From an optimization exercise on the open Yosys and OpenROAD flow, aimed at small area, a short achievable clock period and few clock cycles per item; shortcuts taken in it are not production practice. Where RTL was checked, it was by simulation tests only, not by an equivalence proof against the original. Power is estimated from default activity; no workload was simulated.

==> flow/design.v (excerpt) <==
module segment_crossbar (
    input  logic        clk,
    input  logic        rst_n,
    input  logic [19:0] cfg,
    input  logic [70:0] req,
    input  logic        req_valid,
    output logic        req_ready,
    output logic [38:0] resp,
    output logic        resp_valid,
    input  logic        resp_ready
);
For scale: roughly 8100 cells after synthesis, ~2200 flip-flops, about 140 I/O pins, ~0.085 sq mm of cells after synthesis.
==> flow/config.mk <==
export PLATFORM = sky130hd
export DESIGN_NAME = segment_crossbar
export DESIGN_NICKNAME = segment_crossbar
export VERILOG_FILES = /design/flow/design.v
export SDC_FILE = /design/flow/constraint.sdc
export NUM_CORES = 4
export LEC_CHECK = 0
export CAP_MARGIN = 20
export CORE_MARGIN = 2
export CORE_UTILIZATION = 60
export SETUP_SLACK_MARGIN = 4.5
export SLEW_MARGIN = 20
export SYNTH_HIERARCHICAL = 1
==> flow/constraint.sdc <==
create_clock -name core_clock -period 7.5 [get_ports {clk}]
set_input_delay 1.5000 -clock core_clock [delete_from_list [all_inputs] [get_ports {clk}]]
set_output_delay 1.5000 -clock core_clock [all_outputs]
set_load 0.01 [all_outputs]
run.sh (not shown) runs the stock make flow with config.mk's settings and CLKGATE_MAP_FILE= SYNTH_SCRIPT=/design/flow/synth_recipe.tcl, a recipe that flattens the netlist after the stock synthesis.
Edit:
==> flow/flow/run.sh (new file) <==
#!/bin/bash
# The standard layout, with buf_4 as the port buffer instead of the
# default pick (a slow delay buffer). Each tool writes its own log under
# orfs/logs; make's own output goes to make.log here.
set -euo pipefail
export BUFFER_PORTS_ARGS="-buffer_cell sky130_fd_sc_hd__buf_4"
bash standard.sh > make.log 2>&1
==> flow/standard.sh (new file) <==
#!/bin/bash
# synth_recipe.tcl (not shown) runs the flow's synth.tcl, then flattens the netlist and writes it again
# the make line also repeats each setting of config.mk as NAME=value (left out here)
make -C /OpenROAD-flow-scripts/flow DESIGN_CONFIG=/design/flow/config.mk WORK_HOME=/design/flow/orfs CLKGATE_MAP_FILE= SYNTH_SCRIPT=/design/flow/synth_recipe.tcl "${@:-finish}"
--- a/flow/config.mk
+++ b/flow/config.mk
@@ -10 +10 @@
-export CORE_UTILIZATION = 60
+export CORE_UTILIZATION = 40
removed: flow/run.sh
What happened: The new run went through all stages and came out clean; hold slack gets worse by 0.013 ns; total power came out higher slightly; wire length came out higher by a few percent; die area came out higher by well over a third; via count came out lower by a few percent; synthesized cell count stays the same; clock power came out higher by a few percent; fmax came out lower slightly.
Edit:
==> flow/run.sh (new file) <==
#!/bin/bash
# synth_recipe.tcl (not shown) runs the flow's synth.tcl, then flattens the netlist and writes it again
# the make line also repeats each setting of config.mk as NAME=value (left out here)
make -C /OpenROAD-flow-scripts/flow DESIGN_CONFIG=/design/flow/config.mk WORK_HOME=/design/flow/orfs CLKGATE_MAP_FILE= SYNTH_SCRIPT=/design/flow/synth_recipe.tcl finish
removed: flow/flow/run.sh
removed: flow/standard.sh
Result: Worst setup slack is better by 0.0066 ns. Routed wire length rose by 2.3%. Critical path depth does not change. Area after synthesis does not change. Design area rose by about 3%.
No run of this note included a check of the RTL's function; only the layout flow was run.

---

== lagoon ==
Another version of the RTL of segment_crossbar (not shown whole).
For scale: roughly 5400 cells after synthesis, roughly 2200 flip-flops, about 140 I/O pins, ~83000 sq um of cells after synthesis.
clock: 7.5 ns
lec_check: 0
cap_margin: 20
core_margin: 2
core_utilization: 40
slew_margin: 20
synth_hierarchical: 1
Stock flow here: none of the scripts above is used.
Input-level comparison between violet and lagoon:
-- flow/config.mk --
<<< lagoon, line 10
export CORE_UTILIZATION = 40
>>> violet, line 10
export CORE_UTILIZATION = 65
Notes after the runs:
violet against lagoon: core utilization +28 points; clock period minus final worst setup slack went down 0.014 ns; maximum fanout along the worst path dropped 36. violet: flow completed, timing, DRC and antenna clean.
No functional check of the RTL was part of any run of this note.

---

The RTL this note starts from:
==> flow/design.v <==
`timescale 1ns/1ns
`default_nettype none
package xbar_pkg;
    typedef struct packed {
        logic [3-1:0]  first_pmt;
        logic [4-1:0] pmt_count;
        logic                     width_gear;
        logic [1:0]               depth_gear;
    } lmt_cfg_t;
    typedef enum logic {
        REQ_WRITE  = 1'b0,
        REQ_SEARCH = 1'b1
    } req_op_t;
    typedef struct packed {
        logic [32-1:0] data;
        logic [32-1:0] care;
    } wr_view_t;
    typedef struct packed {
        logic [32-1:0] key;
        logic [32-1:0] reserved;
    } srch_view_t;
    typedef union packed {
        wr_view_t   wr;
        srch_view_t srch;
    } req_payload_u;
    typedef struct packed {
        req_op_t                          op;
        logic [$clog2(2)-1:0]  lmt;
        logic [5-1:0]        addr;
        req_payload_u                     payload;
    } xbar_req_t;
    typedef struct packed {
        logic                      wr_en;
        logic                      srch_en;
        logic [3-1:0] addr;
        logic [16-1:0]  data;
        logic [16-1:0]  care;
    } lane_cmd_t;
    typedef struct packed {
        logic                             valid;
        logic [$clog2(2)-1:0]  lmt;
        logic [3-1:0]          first_pmt;
        logic                             width_gear;
        logic [1:0]                       depth_gear;
        logic [8-1:0]          member;
    } srch_tag_t;
    typedef struct packed {
        logic [$clog2(2)-1:0]  lmt;
        logic                             found;
        logic [5-1:0]        match_addr;
        logic [32-1:0]         matchlines;
    } xbar_resp_t;
endpackage
`default_nettype wire
`timescale 1ns/1ns
`default_nettype none
module tcam_block (
    input  logic        clk,
    input  logic [7:0]  we,
    input  logic [7:0]  wen,
    input  logic [15:0] wp,
    input  logic [15:0] wq,
    input  logic [15:0] kp,
    input  logic [15:0] kq,
    output logic [7:0]  hit
);
    for (genvar e = 0; e < 8; e++) begin : g_ent
        logic [15:0] n0_q, n1_q;
        always_ff @(posedge clk) begin
            n0_q <= ({16{we[e]}} & wp) | ({16{wen[e]}} & n0_q);
            n1_q <= ({16{we[e]}} & wq) | ({16{wen[e]}} & n1_q);
        end
        assign hit[e] = ~|(~((n0_q | kq) & (n1_q | kp)));
    end
endmodule
`default_nettype wire
`timescale 1ns/1ns
`default_nettype none
module match_result (
    input  logic [7:0][7:0] hit,
    input  logic [3:0][7:0] sel,      
    input  logic [3:0]      row_ok,   
    output logic [31:0]     ml
);
    always_comb begin
        for (int r = 0; r < 4; r++) begin
            for (int e = 0; e < 8; e++) begin
                logic m;
                m = row_ok[r];
                for (int s = 0; s < 8; s++) begin
                    m = m & (hit[s][e] | ~sel[r][s]);
                end
                ml[r*8+e] = m;
            end
        end
    end
endmodule
`default_nettype wire
`timescale 1ns/1ns
`default_nettype none
module segment_crossbar (
    input  logic        clk,
    input  logic        rst_n,
    input  logic [19:0] cfg,
    input  logic [70:0] req,
    input  logic        req_valid,
    output logic        req_ready,
    output logic [38:0] resp,
    output logic        resp_valid,
    input  logic        resp_ready
);
    logic [3:0] cnt0, cnt1, cnt_f, cnt_g;
    logic       w0, w1, w_f, w_g;
    logic [1:0] d0, d1;
    logic       big1;
    assign cnt0 = cfg[6:3];
    assign w0   = cfg[2];
    assign d0   = cfg[1:0];
    assign cnt1 = cfg[16:13];
    assign w1   = cfg[12];
    assign d1   = cfg[11:10];
    assign big1  = cnt1 > cnt0;
    assign cnt_f = big1 ? cnt1 : cnt0;
    assign cnt_g = big1 ? cnt0 : cnt1;
    assign w_f   = big1 ? w1 : w0;
    assign w_g   = big1 ? w0 : w1;
    logic [7:0]      s_used_d, s_used;
    logic [7:0]      s_tbl_d, s_tbl;
    logic [7:0][1:0] s_row_d, s_row;
    logic [7:0]      s_hi_d, s_hi;
    for (genvar j = 0; j < 8; j++) begin : g_pos
        localparam int S = (j % 2 == 0) ? j / 2 : 4 + j / 2;
        logic       in_f;
        logic [3:0] rel;
        logic       w;
        assign in_f        = 4'(j) < cnt_f;
        assign rel         = in_f ? 4'(j) : 4'(j) - cnt_f;
        assign w           = in_f ? w_f : w_g;
        assign s_used_d[S] = 5'(j) < ({1'b0, cnt_f} + {1'b0, cnt_g});
        assign s_tbl_d[S]  = in_f ? big1 : ~big1;
        assign s_row_d[S]  = w ? rel[2:1] : rel[1:0];
        assign s_hi_d[S]   = w & rel[0];
    end
    always_ff @(posedge clk) begin
        s_used <= s_used_d;
        s_tbl  <= s_tbl_d;
        s_row  <= s_row_d;
        s_hi   <= s_hi_d;
    end
    logic [1:0][3:0] row_ok;
    always_ff @(posedge clk) begin
        row_ok[0] <= {d0[1], d0[1], d0[1] | d0[0], 1'b1};
        row_ok[1] <= {d1[1], d1[1], d1[1] | d1[0], 1'b1};
    end
    logic        rdy_q;
    logic        live_q;
    logic        clr;
    always_ff @(posedge clk or negedge rst_n) begin
        if (!rst_n) live_q <= 1'b0;
        else        live_q <= 1'b1;
    end
    assign clr = ~live_q;
    logic        acc;
    logic        op;
    logic        lmt;
    logic [4:0]  addr;
    logic [31:0] data, care;
    logic [31:0] bus_p, bus_q;
    assign acc  = req_valid & rdy_q;
    assign op   = req[70];
    assign lmt  = req[69];
    assign addr = req[68:64];
    assign data = req[63:32];
    assign care = req[31:0];
    assign bus_p = data  | ({32{~op}} & ~care);
    assign bus_q = ~data | ({32{~op}} & ~care);
    logic [7:0][7:0] hit;
    for (genvar s = 0; s < 8; s++) begin : g_slot
        logic [15:0] kp, kq, wp, wq;
        logic        blk_we;
        if (s < 4) begin : g_lo
            assign kp = bus_p[15:0];
            assign kq = bus_q[15:0];
        end else begin : g_mx
            assign kp = s_hi[s] ? bus_p[31:16] : bus_p[15:0];
            assign kq = s_hi[s] ? bus_q[31:16] : bus_q[15:0];
        end
        assign wp = {kp[15:1], kp[0] & live_q};
        assign wq = {kq[15:1], kq[0] & live_q};
        assign blk_we = acc & ~op & s_used[s] & (s_tbl[s] == lmt) & (s_row[s] == addr[4:3]);
        logic [7:0] we, wen;
        for (genvar e = 0; e < 8; e++) begin : g_we
            assign we[e]  = clr | (blk_we & (addr[2:0] == 3'(e)));
            assign wen[e] = live_q & ~(blk_we & (addr[2:0] == 3'(e)));
        end
        tcam_block u_pmt (
            .clk (clk),
            .we  (we),
            .wen (wen),
            .wp  (wp),
            .wq  (wq),
            .kp  (kp),
            .kq  (kq),
            .hit (hit[s])
        );
    end
    logic [3:0][7:0] sel;
    always_comb begin
        for (int r = 0; r < 4; r++) begin
            for (int s = 0; s < 8; s++) begin
                sel[r][s] = s_used[s] & (s_tbl[s] == lmt) & (s_row[s] == 2'(r));
            end
        end
    end
    logic            s1_v;
    logic            s1_lmt;
    logic [7:0][7:0] s1_hit;
    logic [3:0][7:0] s1_sel;
    logic [3:0]      s1_rok;
    always_ff @(posedge clk or negedge rst_n) begin
        if (!rst_n) s1_v <= 1'b0;
        else if (rdy_q) s1_v <= acc & op;
    end
    always_ff @(posedge clk) begin
        if (rdy_q) begin
            s1_lmt <= lmt;
            s1_hit <= hit;
            s1_sel <= sel;
            s1_rok <= row_ok[lmt];
        end
    end
    logic [31:0] s1_ml;
    match_result u_result (
        .hit    (s1_hit),
        .sel    (s1_sel),
        .row_ok (s1_rok),
        .ml     (s1_ml)
    );
    logic        found;
    logic [4:0]  first_hit;
    logic [38:0] in_d;
    always_comb begin
        found     = |s1_ml;
        first_hit = '0;
        for (int e = 31; e >= 0; e--) begin
            if (s1_ml[e]) first_hit = 5'(e);
        end
    end
    assign in_d = {s1_lmt, found, first_hit, s1_ml};
    logic        out_v, sk_v;
    logic [38:0] out_d, sk_d;
    logic        load;
    logic        sk_v_n;
    assign load   = ~out_v | resp_ready;
    assign sk_v_n = sk_v ? ~resp_ready : (out_v & ~resp_ready & s1_v);
    always_ff @(posedge clk or negedge rst_n) begin
        if (!rst_n) begin
            out_v <= 1'b0;
            sk_v  <= 1'b0;
            rdy_q <= 1'b0;
        end else begin
            out_v <= load ? (sk_v | s1_v) : 1'b1;
            sk_v  <= sk_v_n;
            rdy_q <= ~sk_v_n;
        end
    end
    always_ff @(posedge clk) begin
        if (load) out_d <= sk_v ? sk_d : in_d;
        if (!sk_v) sk_d <= in_d;
    end
    assign req_ready  = rdy_q;
    assign resp       = out_d;
    assign resp_valid = out_v;
endmodule
`default_nettype wire
Settings: LEC_CHECK=0, CAP_MARGIN=20, CORE_MARGIN=2, CORE_UTILIZATION=40, CTS_CLUSTER_DIAMETER=150, CTS_CLUSTER_SIZE=30, SETUP_SLACK_MARGIN=4.5, SLEW_MARGIN=20, SYNTH_HIERARCHICAL=1; clock period 7.5 ns.
The first run finished clean.
Testbench counts at the start, summed over its fixed seeds: cycles 32,416, requests 32,392.
Change:
- CORE_UTILIZATION: 40 -> 55
- CTS_CLUSTER_DIAMETER: 150 -> 140
- CTS_CLUSTER_SIZE: 30 -> 24
The changed run completed without violations.
Flip-flop and latch count does not change.
Clock skew falls by 0.020 ns.
Maximum frequency rises by about 0.34%.
Die area falls by about 27%.
Combinational power falls by about 2%.
Non-clock buffer count falls by 82.
Synthesized cell count stays the same.
Clock power rises by 8.1%.
Wire length falls by 5.5%.
Core utilization rises by 17 points.
Via count falls by 1.5%.
Change:
- CORE_UTILIZATION: 55 -> 40
- CTS_CLUSTER_DIAMETER: 140 -> default
- CTS_CLUSTER_SIZE: 24 -> default
After rerunning:
- first-iteration DRC count is lower by roughly a tenth
- die area is higher by well over a third
- clock skew is higher by 0.024 ns
- non-clock buffer count is lower by 85
- via count is higher slightly
- hold slack got worse by 0.0058 ns
- total power is higher by about a fifth
- clock-buffer cell count is higher by 196
- setup slack improved by 0.12 ns
- register-to-register slack got worse by 0.02 ns
- final cell count is higher by roughly a tenth
Change:
==> flow/flow/run.sh (new file) <==
#!/bin/bash
# The standard layout, with buf_4 as the port buffer instead of the
# default pick (a slow delay buffer). Each tool writes its own log under
# orfs/logs; make's own output goes to make.log here.
set -euo pipefail
export BUFFER_PORTS_ARGS="-buffer_cell sky130_fd_sc_hd__buf_4"
bash standard.sh > make.log 2>&1
==> flow/standard.sh (new file) <==
#!/bin/bash
# synth_recipe.tcl (not shown) runs the flow's synth.tcl, then flattens the netlist and writes it again
# the make line also repeats each setting of config.mk as NAME=value (left out here)
make -C /OpenROAD-flow-scripts/flow DESIGN_CONFIG=/design/flow/config.mk WORK_HOME=/design/flow/orfs CLKGATE_MAP_FILE= SYNTH_SCRIPT=/design/flow/synth_recipe.tcl "${@:-finish}"
- CTS_CLUSTER_DIAMETER: default -> 140
- CTS_CLUSTER_SIZE: default -> 24
removed: flow/run.sh
Total power goes down by about a fifth.
Global-route usage goes down by 0.99 points.
Wire length drops by a few percent.
Non-clock buffer count decreases by 147.
Setup slack gains 0.090 ns.
Clock-buffer cell count fell by 162.
Critical path depth is lower by 7.

what the ideal ports hide:
The results above use ideal ports. As a check the final layouts listed here were re-extracted and re-timed, cells and wires unchanged.
Step 1 (the two cells are an assumption about what drives the block):
set clk [get_ports {clk}]
set_driving_cell -lib_cell sky130_fd_sc_hd__clkbuf_16 $clk
set_driving_cell -lib_cell sky130_fd_sc_hd__buf_2 [delete_from_list [all_inputs] $clk]
Step 2, shift: input delay + t, output delay - t, t = (earliest + latest rising clock arrival at the registers) / 2. This alone moves slack from input paths to output paths.
Three values: no drivers, after step 1, after step 2; two values: the first two.
run | t (ns) | setup WS [ns] | hold slack, ns | worst setup path after step 2 | clock arrival spread, ns
the first run of note 1 | 0.911 | 4.264 / 4.264 / 3.418 | 0.466 / 0.466 / 0.466 | input to register | 0.045 / 0.045
the second run of note 1 | 0.967 | 4.211 / 4.211 / 3.339 | 0.453 / 0.407 / 0.469 | input to register | 0.063 / 0.064
the third run of note 1 | 0.976 | 4.217 / 4.217 / 3.417 | 0.470 / 0.470 / 0.470 | input to register | 0.045 / 0.045
lagoon | 0.926 | 1.149 / 1.206 / 0.280 | 0.467 / 0.467 / 0.467 | input to register | 0.050 / 0.049
violet | 0.898 | 1.164 / 1.153 / 0.255 | 0.471 / 0.471 / 0.471 | input to register | 0.029 / 0.030
the first run of note 3 | 0.853 | 4.258 / 4.261 / 3.409 | 0.483 / 0.483 / 0.483 | input to register | 0.052 / 0.051
the second run of note 3 | 0.839 | 4.269 / 4.224 / 3.385 | 0.478 / 0.478 / 0.478 | input to register | 0.034 / 0.034
the third run of note 3 | 0.966 | 4.389 / 4.361 / 3.395 | 0.472 / 0.472 / 0.472 | input to register | 0.060 / 0.061
the fourth run of note 3 | 0.865 | 4.478 / 4.421 / 3.555 | 0.476 / 0.455 / 0.476 | input to register | 0.044 / 0.045
After both steps every run listed still meets setup and hold. For the third run of note 3, which loses most, drivers alone change the setup slack by -0.028 ns; drivers and shift together by -0.994 ns.
